What follows belongs to an exercise in optimizing a design on an open flow for small area; a production flow would make more cautious choices. Only the layout flow was run in this run; the RTL was not checked for function there. Power figures rest on the tool's default switching activity, not on a simulated workload.

File: run.sh
#!/bin/bash
# synth_recipe.tcl (not shown) runs the flow's synth.tcl, then flattens the netlist and writes it again
# the make line also repeats each setting of config.mk as NAME=value (left out here)
make -C /OpenROAD-flow-scripts/flow DESIGN_CONFIG=/design/flow/config.mk WORK_HOME=/design/flow/orfs CLKGATE_MAP_FILE= SYNTH_SCRIPT=/design/flow/synth_recipe.tcl finish
File: config.mk
export PLATFORM = sky130hd
export DESIGN_NAME = sisc_mc_core
export DESIGN_NICKNAME = sisc_mc_core
export VERILOG_FILES = /design/flow/design.v
export SDC_FILE = /design/flow/constraint.sdc
export NUM_CORES = 4
export LEC_CHECK = 0
export ABC_AREA = 1
export CAP_MARGIN = 20
export CORE_MARGIN = 2
export CORE_UTILIZATION = 30
export SLEW_MARGIN = 20
File: constraint.sdc
create_clock -name core_clock -period 10.0 [get_ports {clk}]
set_input_delay 2.0000 -clock core_clock [delete_from_list [all_inputs] [get_ports {clk}]]
set_output_delay 2.0000 -clock core_clock [all_outputs]
set_load 0.01 [all_outputs]
File: design.v
module sisc_mc_core #(
  parameter int DATA_W = 32,
  parameter int REG_AW = 4
) (
  input  logic              clk,
  input  logic              rst,
  input  logic [31:0]       ir,
  input  logic              ir_valid,
  output logic              ir_ready,
  output logic              busy,
  output logic              halted,
  output logic [3:0]        stat,
  output logic              illegal,
  input  logic [REG_AW-1:0] dbg_addr,
  output logic [DATA_W-1:0] dbg_data
);
  localparam int NREG = 2 ** REG_AW;
  localparam int SW   = $clog2(DATA_W);
  localparam int MSB  = DATA_W - 1;
  typedef logic [DATA_W-1:0] word_t;
  logic [2:0] state_r;
  logic       sIdle, sDec, sExe, sWb;
  assign sIdle = ~(state_r[2] | state_r[1] | state_r[0]);
  assign sDec  = ~state_r[1] & state_r[0];
  assign sExe  = state_r[1] & state_r[0];
  assign sWb   = state_r[1] & ~state_r[0];
  assign ir_ready = sIdle;
  assign busy     = state_r[1] | state_r[0];
  assign halted   = state_r[2];
  logic [3:0]  rd_r, rs_r;
  logic [15:0] imm_r;
  logic [2:0]  m_r;
  logic        legal_r, isImm_r, halt_r, nop_r;
  logic [3:0]  irOp, irMm;
  assign irOp = ir[31:28];
  assign irMm = ir[27:24];
  always_ff @(posedge clk) begin
    if (sIdle) begin
      rd_r    <= ir[23:20];
      rs_r    <= ir[19:16];
      imm_r   <= ir[15:0];
      m_r     <= irMm[2:0];
      legal_r <= ((irOp == 4'h1) || (irOp == 4'h2)) && (irMm >= 4'h1) && (irMm <= 4'h8);
      isImm_r <= (irOp == 4'h2);
      halt_r  <= (irOp == 4'hF);
      nop_r   <= (irOp == 4'h0);
    end
  end
  always_ff @(posedge clk or posedge rst) begin
    if (rst) begin
      state_r <= 3'b000;
    end else begin
      case (state_r)
        3'b000:  state_r <= ir_valid ? 3'b001 : 3'b000;
        3'b001:  state_r <= halt_r ? 3'b100 : 3'b011;
        3'b011:  state_r <= 3'b010;
        3'b010:  state_r <= 3'b000;
        3'b100:  state_r <= 3'b100;
        default: state_r <= 3'b000;
      endcase
    end
  end
  logic fAdd, fSub, fAnd, fOr, fNot, fShl, fShr;
  assign fAdd = (m_r == 3'd1);
  assign fSub = (m_r == 3'd2);
  assign fAnd = (m_r == 3'd3);
  assign fOr  = (m_r == 3'd4);
  assign fNot = (m_r == 3'd6);
  assign fShl = (m_r == 3'd7);
  assign fShr = (m_r == 3'd0);
  logic bZero;      
  assign bZero = fNot | fShl | fShr;
  word_t           regData_r [1:NREG-1];
  logic [NREG-1:1] regValid_r;
  logic [NREG-1:0] valid_s;
  assign valid_s = {regValid_r, 1'b0};
  always_comb begin
    dbg_data = '0;
    for (int k = 1; k < NREG; k++)
      dbg_data = dbg_data | (regData_r[k] & {DATA_W{(dbg_addr == k) && valid_s[k]}});
  end
  logic [3:0] rAddr_s;
  logic       immEn_s;
  word_t      immX_s, rData_s;
  assign rAddr_s = sExe ? rs_r : ((isImm_r || (sWb && bZero)) ? 4'h0 : imm_r[15:12]);
  assign immEn_s = isImm_r && !sExe && !(sWb && bZero);
  assign immX_s  = word_t'($signed(imm_r)) & {DATA_W{immEn_s}};
  always_comb begin
    rData_s = immX_s;
    for (int k = 1; k < NREG; k++)
      rData_s = rData_s | (regData_r[k] & {DATA_W{(rAddr_s == k) && valid_s[k]}});
  end
  logic [SW-1:0]   amt_r;
  word_t           opA_r;
  logic            shC_r;
  logic [DATA_W+1:0] shV_s;
  always_comb begin
    shV_s = {1'b0, rData_s, 1'b0};
    for (int k = 0; k < SW; k++) begin
      if (fShl && amt_r[k])      shV_s = shV_s << (1 << k);
      else if (fShr && amt_r[k]) shV_s = shV_s >> (1 << k);
    end
  end
  always_ff @(posedge clk) begin
    amt_r <= rData_s[SW-1:0];
    opA_r <= shV_s[DATA_W:1];
    shC_r <= shV_s[DATA_W+1] | shV_s[0];
  end
  logic       inv_s, selSum, cG, selAnd;
  word_t      A, bx, p, g, res_s;
  logic [DATA_W:0] c;
  word_t      cx;
  assign inv_s  = fSub | fNot;
  assign selSum = fAdd | fSub;
  assign cG     = fAnd | fOr;
  assign selAnd = fAnd;
  assign A  = opA_r;
  assign bx = rData_s ^ {DATA_W{inv_s}};
  assign p  = A ^ bx;
  assign g  = A & bx;
  always_comb begin
    c[0] = fSub;
    for (int i = 0; i < DATA_W; i++) c[i+1] = g[i] | (p[i] & c[i]);
  end
  assign cx    = (c[DATA_W-1:0] & {DATA_W{selSum}}) | (g & {DATA_W{cG}}) | (p & {DATA_W{selAnd}});
  assign res_s = p ^ cx;
  logic aluC, aluV;
  assign aluC = selSum ? c[DATA_W] : ((fShl | fShr) & shC_r);
  assign aluV = selSum & (c[DATA_W] ^ c[DATA_W-1]);
  logic commit;
  assign commit  = sWb && legal_r;
  assign illegal = sWb && !legal_r && !nop_r;
  always_ff @(posedge clk or posedge rst) begin
    if (rst) begin
      regValid_r <= '0;
    end else begin
      for (int k = 1; k < NREG; k++)
        if (commit && (rd_r == k)) regValid_r[k] <= 1'b1;
    end
  end
  always_ff @(posedge clk) begin
    for (int k = 1; k < NREG; k++)
      if (commit && (rd_r == k)) regData_r[k] <= res_s;
  end
  logic [3:0] stat_r;
  always_ff @(posedge clk or posedge rst) begin
    if (rst) begin
      stat_r <= 4'h0;
    end else if (commit) begin
      stat_r <= {aluC, aluV, res_s[MSB], (res_s == '0)};
    end
  end
  assign stat = stat_r;
endmodule
==> summary.txt <==
[worst max-delay path by stage]
stage	to	slack, ns	cells after the start
2_1_floorplan	regData_r[10][31]	2.85	82
3_3_place_gp	stat_r[0]	1.28	77
3_5_place_dp	stat_r[0]	1.17	78
4_1_cts	stat_r[0]	1.14	78
5_1_grt	regData_r[7][31]	0.05	83
6_report	stat_r[0]	0.93	78
[worst max-delay path: cells and delay by family, from the launching register on]
| kind | cells | cell delay (ns) |
|---|---|---|
| simple gates | 69 | 5.85 |
| compound gates | 4 | 1.51 |
| buf+inv | 3 | 0.68 |
| flops | 1 | 0.38 |
| fa+ha+maj | 1 | 0.28 |
| xor+xnor | 1 | 0.20 |
[cells by family (layout without fill, tap and decap cells)]
logic type               count (synthesis)  count (layout)  synth area share
AND/OR/NAND/NOR                       1049            1049             0.156
AO/OA/AOI/OAI                          594             594             0.151
flip-flops                             571             571             0.601
buffers and inverters                  437             626            0.0596
XOR/XNOR                                39              39            0.0123
adder cells (fa/ha/maj)                 32              32            0.0145
multiplexers                            14              14           0.00506
other                                    0               2                 0
[synth_stat cells (all sizes together) (43+ instances only)]
library cell    n
a21oi          75
nor2          127
nand4          49
a221oi        131
o22ai          89
nand3         112
clkbuf        108
nand2         713
o21ai         107
edfxtp        511
a22oi          43
inv           310
[power breakdown]
| group | switching [mW] | leakage, nW | internal [mW] | total (mW) |
|---|---|---|---|---|
| Clock | 0.981 | 0.904 | 1.20 | 2.18 |
| Combinational | 3.28 | 5.74 | 1.23 | 4.51 |
| Sequential | 0.111 | 5.26 | 3.86 | 3.97 |
[cell type report]
| cell class | instances | area share |
|---|---|---|
| flip-flops and latches | 571 | 0.511 |
| clock buffers | 67 | 0.0456 |
| clock inverters | 37 | 0.0120 |
| inverters | 320 | 0.0369 |
| multi-input cells | 1728 | 0.296 |
| repair buffers | 202 | 0.0525 |
| well taps | 1186 | 0.0455 |
| diodes | 2 | 0.000154 |
[metal layers]
metal / vias to the layer above / GRT usage / part of all wire
li1: 10200 / - / -
met4: 2 / 0.0961 / 0.046
met5: - / 0 / 0.00012
met3: 254 / 0.0476 / 0.12
met1: 11400 / 0.301 / 0.39
met2: 1587 / 0.343 / 0.44
[state kept, by name (all words and copies together) (netlist names)]
signal      flops
regData_r     480
opA_r          32
imm_r          16
regValid_r     15
amt_r           5
rd_r            4
rs_r            4
stat_r          4
m_r             3
state_r         3
halt_r          1
isImm_r         1
legal_r         1
nop_r           1
shC_r           1
[layout by cell type (no fill, tap or decap), types with 9 or more instances in the layout]
master,synthesis,routed
nand2_1,708,708
edfxtp_1,511,511
inv_1,305,305
a221oi_1,131,131
buf_4,0,123
nand3_1,111,111
nor2_1,126,109
o21ai_0,99,99
o22ai_1,89,89
clkdlybuf4s50_1,0,78
a21oi_1,75,75
clkbuf_16,0,58
nand4_1,49,49
a22oi_1,43,43
xor2_1,39,38
dfxtp_1,38,38
o2111ai_1,35,35
ha_1,32,32
o211ai_1,31,31
o221ai_1,28,28
dfrtp_1,22,22
nor3_2,0,21
nor2_4,1,17
clkinv_1,10,15
mux2i_1,14,14
a2111oi_0,19,13
clkinv_2,0,13
a211oi_1,11,11
nor3_1,30,9
a22o_1,9,9
clkbuf_1,108,9
[repair_timing]
action | in CTS | in global routing
hold buffers | 0 | 0
setup buffers | 0 | 0
resized for setup | 0 | 1
setup endpoints to repair | 0 | 1
==> impl_metrics.py <==
metrics = {
    "die": {
        "die_height_um": 308,
        "core-area_mm2": 0.0915,
        "die-area_mm2": 0.0948,
        "die-width_um": 308,
        "boundaryPins": 79,
        "start_util": 0.303,
        "fp-row-count": 111,
    },
    "sta": {
        "worst_slack_ns": 0.935,
        "finClkSkew_ns": 0.0515,
        "setup_viol_count_final": 0,
        "finalCritPeriodShare": 0.907,
        "rsz0062_at_grt": "false",
        "whs_ns": 0.493,
        "report.final.slew_viol_count": 0,
        "fin_setup_tns_ns": 0,
        "relSlewSlack": 0.258,
        "period_needed_ns": 9.07,
        "timing.final.hold_violations": 0,
        "fmax_mhz": 110,
        "worst_pin_slew_ns": 1.09,
    },
    "worst_setup_path": {
        "reg2reg_slack_ns": 0.93,
        "endpoint_kind": "flop",
        "cp_common_cell": "nand2_1",
        "worst-endpoint-required_ns": 10.51,
        "path_class": "flop to flop",
        "r2r_start": "state_r[1]",
        "crit_arrival_ns": 9.57,
        "slowest_stage": "o21ai_1",
        "r2r_cells": 78,
        "reg2reg_to": "stat_r[0]",
        "startpoint_type": "flop",
        "startpoint": "state_r[1]",
        "cpPeakStageDelay_ns": 0.84,
        "crit_fanout": 16,
    },
    "run": {
        "max_cap_violations": 0,
    },
    "cells_and_area": {
        "drive_above_1_share": 0.0937,
        "utilization": 0.356,
        "fill_cells": 9030,
        "finalInstanceArea_mm2": 0.0326,
        "multi_input_area_mm2": 0.00965,
        "nNetsFinal": 2952,
        "regArea_mm2": 0.0167,
        "areaGrowthSynthToFinish_pct": 17.7,
        "stdcell_count": 4113,
    },
    "grt": {
        "grt_max_degree": 34,
        "grt_pass1_wl_um": 154000,
        "gr-usage-all-layers": 0.223,
        "overflow": 0,
        "grt_pass1_vias": 22100,
        "grt_antenna_before_repair": 5,
    },
    "yosys": {
        "synth.largest_area_cell": "edfxtp_1",
        "ys_top_cells_by_area": "edfxtp_1 (55%), nand2_1 (9.6%), a221oi_1 (4.1%)",
        "synth_area_mm2": 0.0277,
        "ys_seq_area_frac": 0.601,
        "netlist.area_leader.share": 0.554,
        "ys.flop_type": "edfxtp_1",
        "synth_edf_count": 511,
        "synth-async-reset-ratio": 0.0385,
        "synthCells": 2736,
        "syn_nets": 2807,
        "yosysUniqueCellTypes": 50,
        "yosys_warnings": 2,
        "ys_ff_latch": 571,
        "avgSynthCellArea_um2": 10.1,
    },
    "placement": {
        "gp_congestion": 0.934,
        "pre_cts_slack_ns": 1.17,
        "portBuffers": 78,
        "dpl_cell_area_mm2": 0.0307,
        "dp_cells": 4007,
        "hpwl_um": 71900,
    },
    "route": {
        "drc": 0,
        "antenna_left": 0,
        "drt_iter0_drc": 3291,
        "wl_um": 108000,
        "wl_per_cell_um": 26.1,
        "drt_first_pass_iters": 6,
        "routed_via_density": 5.71,
        "vias": 23500,
    },
    "worst_hold_path": {
        "hold_class": "flop to flop",
        "hold_depth": 2,
        "min_to": "regValid_r[10]",
        "min-delay-start": "regValid_r[10]",
    },
    "clocking": {
        "cts.path.max_buffers": 3,
        "clkSlewWorstSetupHoldPaths_ns": 0.06,
        "clock-sinks": 571,
        "tritoncts": "done",
        "clk_latency_ns": 0.66,
        "cts_made_buffers": 58,
        "root_buffer": "clkbuf_16",
        "htree_levels": 2,
    },
    "pwr": {
        "finalPower_mw": 10.7,
        "p_per_area_mw_per_mm2": 327,
        "p_leak_nw": 11.9,
        "ir_worst_vdd_mv": 0.336,
    },
    "run_status": {
        "status": "finished clean",
    },
}

## port drivers added, routing unchanged
No port has a modelled driver above. Below, the same layout with a new extraction and two added sets of constraints. Step 1 assumes that a clkbuf_16 drives the clock port and a buf_2 every other input. Step 2 times the ports against the registers' clock, not the clock port: input delays grow and output delays shrink by t, the midpoint of the rising clock arrivals with the driver on. Three values: ideal, step 1, step 2; two values: the first two.
t, ns: 0.697
setup WS [ns]: 0.935 / 0.935 / 0.935
latest minus earliest clock arrival (ns): 0.051 / 0.052
After both steps this run still meets setup and hold. For this run, drivers alone change the setup slack by 0.000 ns; drivers and shift together by 0.000 ns.
